This design comes from an exercise in tuning for small area, a short achievable clock period and few clock cycles per item on the open sky130 flow, not from production work. Only simulation tests tie the RTL to the original design; equivalence was not proved. Power figures rest on the tool's default switching activity, not on a simulated workload.

`flow/config.mk`:
```
export PLATFORM = sky130hd
export DESIGN_NAME = lzw_dict_cam
export DESIGN_NICKNAME = lzw_dict_cam
export VERILOG_FILES = /design/flow/design.v
export SDC_FILE = /design/flow/constraint.sdc
export NUM_CORES = 4
export LEC_CHECK = 0
export CAP_MARGIN = 20
export CORE_MARGIN = 2
export CORE_UTILIZATION = 40
export PLACE_DENSITY = 0.6
export SLEW_MARGIN = 20
```
`flow/constraint.sdc`:
```
create_clock -name core_clock -period 6.0 [get_ports {clk}]
set_input_delay 1.2000 -clock core_clock [delete_from_list [all_inputs] [get_ports {clk}]]
set_output_delay 1.2000 -clock core_clock [all_outputs]
set_load 0.01 [all_outputs]
```
`flow/design.v`:
```
package lzw_cam_pkg;
   function automatic integer count_width(input integer n);
      count_width = $clog2(n + 1);
   endfunction
endpackage
module lzw_cam_entry #(
   parameter int KEY_W = 20,
   parameter int GS    = 8,
   parameter int GI_W  = 3
) (
   input  logic             clk,
   input  logic [GS-1:0]    we,
   input  logic [GS-1:0]    valid,
   input  logic [KEY_W-1:0] key,
   output logic             ghit,
   output logic [GI_W-1:0]  gidx
);
   logic [KEY_W-1:0] stored [GS];
   logic [GS-1:0]    match;
   for (genvar i = 0; i < GS; i++) begin : g_e
      always_ff @(posedge clk) begin
         if (we[i]) begin
            stored[i] <= key;
         end
      end
      assign match[i] = valid[i] && (stored[i] == key);
   end
   always_comb begin
      ghit = |match;
      gidx = '0;
      for (int i = 0; i < GS; i++) begin
         if (match[i]) gidx = gidx | GI_W'(i);
      end
   end
endmodule
module lzw_dict_cam #(
   parameter int  DATA_W    = 8,
   parameter int  CODE_W    = 12,
   parameter int  NUM_ENTRY = 64,
   parameter int  BASE_CODE = 256,
   localparam int CNT_W     = lzw_cam_pkg::count_width(NUM_ENTRY)
) (
   input  logic                 clk,
   input  logic                 rst,
   input  logic                 req_valid,
   output logic                 req_ready,
   input  logic [CODE_W-1:0]    req_prefix,
   input  logic [DATA_W-1:0]    req_sym,
   input  logic                 req_insert,
   output logic                 rsp_valid,
   input  logic                 rsp_ready,
   output logic                 rsp_hit,
   output logic [CODE_W-1:0]    rsp_code,
   output logic                 rsp_inserted,
   output logic                 rsp_dict_reset,
   input  logic                 clear,
   output logic                 full,
   output logic [CNT_W-1:0]     count
);
   localparam int IDX_W = $clog2(NUM_ENTRY);
   localparam int KEY_W = CODE_W + DATA_W;
   localparam int GS    = 8;                   
   localparam int NG    = NUM_ENTRY / GS;
   localparam int GI_W  = $clog2(GS);
   localparam int GN_W  = IDX_W - GI_W;
   if (BASE_CODE + NUM_ENTRY > (1 << CODE_W)) begin : g_code_range_check
      $error("lzw_dict_cam: BASE_CODE + NUM_ENTRY exceeds the code space");
   end
   logic [IDX_W-1:0]  lvl;
   logic              rv;         
   logic              clr_p;      
   logic              r_ins;      
   logic [NG-1:0]     r_ghit;     
   logic [GI_W-1:0]   r_gidx [NG];
   logic              hit;
   logic [IDX_W-1:0]  hit_idx;
   logic              commit;
   logic              take;
   logic              accept;
   logic [IDX_W-1:0]  base;
   logic [IDX_W-1:0]  lvl_now;
   logic [IDX_W-1:0]  slot;
   logic [KEY_W-1:0]  key_in;
   logic [NUM_ENTRY-1:0] valid;
   logic [NUM_ENTRY-1:0] we;
   logic [NG-1:0]     ghit;
   logic [GI_W-1:0]   gidx [NG];
   always_comb begin
      hit     = |r_ghit;
      hit_idx = '0;
      for (int g = 0; g < NG; g++) begin
         if (r_ghit[g]) hit_idx = hit_idx | {GN_W'(g), GI_W'(0)};
         hit_idx = hit_idx | {GN_W'(0), r_gidx[g]};
      end
   end
   assign commit    = r_ins && !hit;
   assign take      = rv && rsp_ready;
   assign req_ready = !rv || rsp_ready;
   assign accept    = req_valid && req_ready;
   assign base    = (rv && clr_p) ? '0 : lvl;
   assign lvl_now = base + IDX_W'(rv && !clr_p && commit);
   assign slot    = clear ? '0 : lvl_now;
   assign key_in  = {req_prefix, req_sym};
   always_comb begin
      for (int i = 0; i < NUM_ENTRY; i++) begin
         valid[i] = !clear && (IDX_W'(i) < lvl_now);
         we[i]    = (slot == IDX_W'(i));
      end
   end
   for (genvar g = 0; g < NG; g++) begin : g_grp
      lzw_cam_entry #(.KEY_W(KEY_W), .GS(GS), .GI_W(GI_W)) u_grp (
         .clk   (clk),
         .we    (we[g*GS +: GS]),
         .valid (valid[g*GS +: GS]),
         .key   (key_in),
         .ghit  (ghit[g]),
         .gidx  (gidx[g])
      );
   end
   always_ff @(posedge clk or posedge rst) begin
      if (rst) begin
         rv    <= 1'b0;
         lvl   <= '0;
         clr_p <= 1'b0;
      end else begin
         rv <= accept || (rv && !take);
         if (rv && !take) begin
            clr_p <= clr_p || clear;
         end else begin
            clr_p <= 1'b0;
            lvl   <= clear ? '0 : lvl_now;
         end
      end
   end
   always_ff @(posedge clk) begin
      if (accept) begin
         r_ins  <= req_insert;
         r_ghit <= ghit;
         for (int g = 0; g < NG; g++) r_gidx[g] <= gidx[g];
      end
   end
   assign rsp_valid      = rv;
   assign rsp_hit        = hit;
   assign rsp_inserted   = commit;
   assign rsp_dict_reset = commit && (lvl == IDX_W'(NUM_ENTRY - 1));
   assign full           = rv && commit && (lvl == IDX_W'(NUM_ENTRY - 1));
   assign count          = {1'b0, lvl} + CNT_W'(rv && commit);
   always_comb begin
      rsp_code = '0;
      if (hit) begin
         rsp_code = CODE_W'(BASE_CODE) + CODE_W'(hit_idx);
      end else if (r_ins) begin
         rsp_code = CODE_W'(BASE_CODE) + CODE_W'(lvl);
      end
   end
endmodule
```
`flow/run.sh`:
```
#!/bin/bash
# synth_recipe.tcl (not shown) runs the flow's synth.tcl, then flattens the netlist and writes it again
# the make line also repeats each setting of config.mk as NAME=value (left out here)
make -C /OpenROAD-flow-scripts/flow DESIGN_CONFIG=/design/flow/config.mk WORK_HOME=/design/flow/orfs CLKGATE_MAP_FILE= SYNTH_SCRIPT=/design/flow/synth_recipe.tcl finish
```
==> results.cfg <==
[pwr]
clock_power_share = 0.421
pwr_density_cell_nw_per_um2 = 299.5
combPwrFrac = 0.054
intPower_w = 0.01496
switching_power_w = 0.004135
p_sw_frac = 0.2166
pwr-share-seq = 0.525
p_leak_nw = 20.16
ir_worst_vdd_mv = 0.2961

[finish]
final_cell_count_no_fill = 5659
fill_cells = 11980
area_growth_pct = 14.47
drive_above_1_share = 0.1232
num-nets-final = 3793

[synthesis]
netlist_instances = 3527
avgSynthCellArea_um2 = 15.79
synth_area_um2 = 55700
yosys-top-cells-count = edfxtp_1 (1293), xnor2_1 (655), xor2_1 (614)
ys_seq_area_frac = 0.7007
ys_async_sr_fraction = 0.006149
yosys.area.top_type_share = 0.6971
ys_warn_count = 6
ys_types = 74
synth_flop_cell = edfxtp_1
synth_edf_count = 1293
synth.most_common_cell = edfxtp_1
synthTopCellsByArea = edfxtp_1 (70%), xnor2_1 (10%), xor2_1 (9.7%), nor4_1 (2.0%), nand4_1 (2.0%)
synth-seq-cells = 1301
synth_top_area_cell = edfxtp_1

[sta]
drv_slew = 0
worst_pin_slew_ns = 1.188
hold_viol = 0
rsz0062_at_grt = no
max_freq_mhz = 179.7
setup_viol = 0
max_slew_margin = 0.2016
fin_crit_ns = 5.565
skew_ns = 0.03600
layout_worst_path_cycle_share = 0.9275
fin_setup_tns_ns = 0

[drt]
viasPerCell = 5.231
dr_total_vias = 29600
drtAntennaViolNets = 0
drt_iter0_markers = 2600
totalWireLength_mm = 141.7
wl_per_cell_um = 25.03
dr.pass1.iters = 6
drc = 0

[critical_path]
rr_startpoint = r_ghit[7]
crit_family = simple AND/OR/NAND/NOR gates
cp-start-kind = flip-flop
criticalPathCategory = flip-flop to flip-flop
critPathRequiredTime_ns = 6.44
cp_num_buf_inv = 1
r2r_slack_ns = 0.44
cp_max_fo = 20
crit_chain = nor4_1 > nand2_1 > nor2_1 > and2_1 > nor2b_1 > ha_1 > nand2_2 > or3_4 > a21oi_2 > nand3_1 > nor3_2 > buf_4
critPathArrivalTime_ns = 6.00
reg2reg_depth = 12
cp_slowest_cell = a21oi_2
r2r_end = g_grp[7].u_grp.stored[0][2]
max_stage_delay_ns = 0.75
cp-end-kind = flip-flop

[floorplan]
dieArea_um2 = 142200
num_rows = 136
start_util = 0.4041
die_h_um = 377.2
die_w_um = 377.2
coreArea_um2 = 137800
ios = 51

[cts]
clk_pin_slew_worst_paths_ns = 0.06
cts.sinks = 1301
root_buffer = clkbuf_16
worst_skew_pair.late_latency_ns = 0.77
h-tree-depth = 4
cts_setup_buffers = 0
numCtsBuffers = 136
holdBufCountCts = 0
cts_tree = yes
cts.path.max_buffers = 3

[min_path]
holdPathEnd = lvl[0]
hold_depth = 2
min_from = lvl[0]
hold_class = flip-flop to flip-flop

[grt]
grt_first_pass_wirelength_mm = 205.5
grt_pass1_vias = 29140
grt_max_degree = 55
grt_usage = 0.2002
antenna_found_initial = 0
grt.overflow.total = 0

[placement]
dp_hpwl_mm = 88.44
io_buffers = 45
globalplace.congestion = 0.9079
placedCellCount = 5419

[job]
maxCapViolations = 0

[status]
status = timing/DRC/antenna clean
==> cells in the final DEF (no fill, tap or decap), drive strengths merged, types with 6 or more instances in the layout <==
cell and instances:
buf 237, nor3 59, bufinv 7, inv 11, nor4 180, nand4 175, a21oi 19, dfrtp 8
or3 6, nand2 50, edfxtp 1293, and2 6, nor2 90, nand3 69, xnor2 655, clkinv 54
clkdlybuf4s50 25, xor2 614, a31oi 6, nand4b 7, o211ai 6, o21ai 19, clkbuf 173
==> state kept, by name, indices dropped and copies added (netlist names) <==
register and cells:
clr_p 1, rv 1, lvl 6, r_ins 1, g_grp.u_grp.stored 1260, r_ghit 8
r_gidx 24
==> what timing repair did <==
action	CTS	global route
gates resized for setup	0	1
endpoints found under the setup margin	0	195
hold endpoints to repair	0	0
==> metrics by stage <==
| stage | instance area (um^2) | util | total power [W] | setup slack (ns) | hold slack [ns] |
|---|---|---|---|---|---|
| final | 63750 | 0.4625 | 0.01909 | 0.4352 | 0.5976 |
| after global routing | 63750 | 0.4625 | 0.01966 | 0.1160 | 0.6658 |
| after CTS | 63750 | 0.4625 | 0.01928 | 0.4787 | 0.6145 |
| after detailed placement | 59560 | 0.4321 | 0.01126 | 0.5108 | 0.5996 |
| after global placement | 59560 | 0.4321 | 0.01125 | 0.1668 | 0.5612 |
| after floorplan | 55710 | - | 0.01078 | 0.9782 | 0.5111 |
==> layout make-up <==
class / instances / area (um^2) / area share
sequential: 1301 / 39030 / 0.6122
clock buffer: 173 / 3649 / 0.05723
clock inverter: 66 / 539.3 / 0.008459
timing repair buffer: 262 / 2380 / 0.03733
tap: 1794 / 2245 / 0.03521
multi-input combinational: 2054 / 15880 / 0.2491
antenna: 1 / 2.502 / 0.00003925
inverter: 8 / 30.03 / 0.0004710
==> worst max path at each step <==
stage / startpoint / to / slack (ns) / depth (start not counted)
after floorplan: r_ghit[7] / g_grp[0].u_grp.stored[0][0] / 0.98 / 12
after global placement: r_ghit[7] / g_grp[5].u_grp.stored[1][12] / 0.17 / 13
after detailed placement: r_ghit[7] / g_grp[5].u_grp.stored[5][7] / 0.51 / 13
after CTS: r_ghit[7] / g_grp[5].u_grp.stored[5][17] / 0.48 / 13
after global routing: r_ghit[7] / g_grp[5].u_grp.stored[4][6] / 0.12 / 13
final: r_ghit[7] / g_grp[7].u_grp.stored[0][2] / 0.44 / 12
==> power by group through the flow <==
stage | Combinational [W] | Sequential, W | Clock [W]
global placement | 0.00104 | 0.0102 | 0
CTS | 0.00105 | 0.0100 | 0.00820
detailed placement | 0.00105 | 0.0102 | 0
floorplan | 0.000567 | 0.0102 | 0
global route | 0.00112 | 0.0100 | 0.00854
finish | 0.00103 | 0.0100 | 0.00804
==> routing by layer <==
metal  vias to the layer above  wire length [um]  track usage
met4                         0              4051      0.06664
met1                     15190             64240       0.2805
met5                         -                 0            0
li1                      13440                 -            -
met2                       783             65170       0.3123
met3                       200              8188      0.03947
==> cells by family after synthesis <==
family	share of synthesized area
fa+ha+maj	0.0008986
other cells	0.00006733
buf+inv	0.01678
xor+xnor	0.1996
mux	0.0004492
flops	0.7007
compound gates	0.01346
simple gates	0.06807
==> worst register-to-register path, cell delays in order, from the launching register on <==
cell	delay, ns
edfxtp_1	0.44
nor4_1	0.70
nand2_1	0.37
nor2_1	0.34
and2_1	0.21
nor2b_1	0.14
ha_1	0.30
nand2_2	0.15
or3_4	0.46
a21oi_2	0.75
nand3_1	0.65
nor3_2	0.41
buf_4	0.33
Testbench counts, summed over its fixed seeds: cycles 32,008, items 32,000.

-- afterwards: timing with drivers on the ports --
In the flow no input, the clock included, has a driving cell. The finished layout below was timed again as built, in two steps.
Step 1 sets driving cells, clkbuf_16 on the clock port and buf_2 on the other inputs (assumed; they add their load-dependent delay and slew).
Step 2 moves the port delays by t, midway between the first and last clock arrival at a register: inputs arrive t later, outputs are due t later. That takes back most of the time a late clock gives input paths.
a / b / c = ideal / step 1 / step 2; a / b = the first two.
t, ns: 0.819
setup WS [ns]: 0.435 / 0.435 / 0.435
hold slack, ns: 0.598 / 0.598 / 0.598
worst setup path after step 2: register to register
slew at the worst register clock pin (ns): 0.06 / 0.06
After both steps this run still meets setup and hold. For this run, drivers alone change the setup slack by 0.000 ns; drivers and shift together by 0.000 ns.
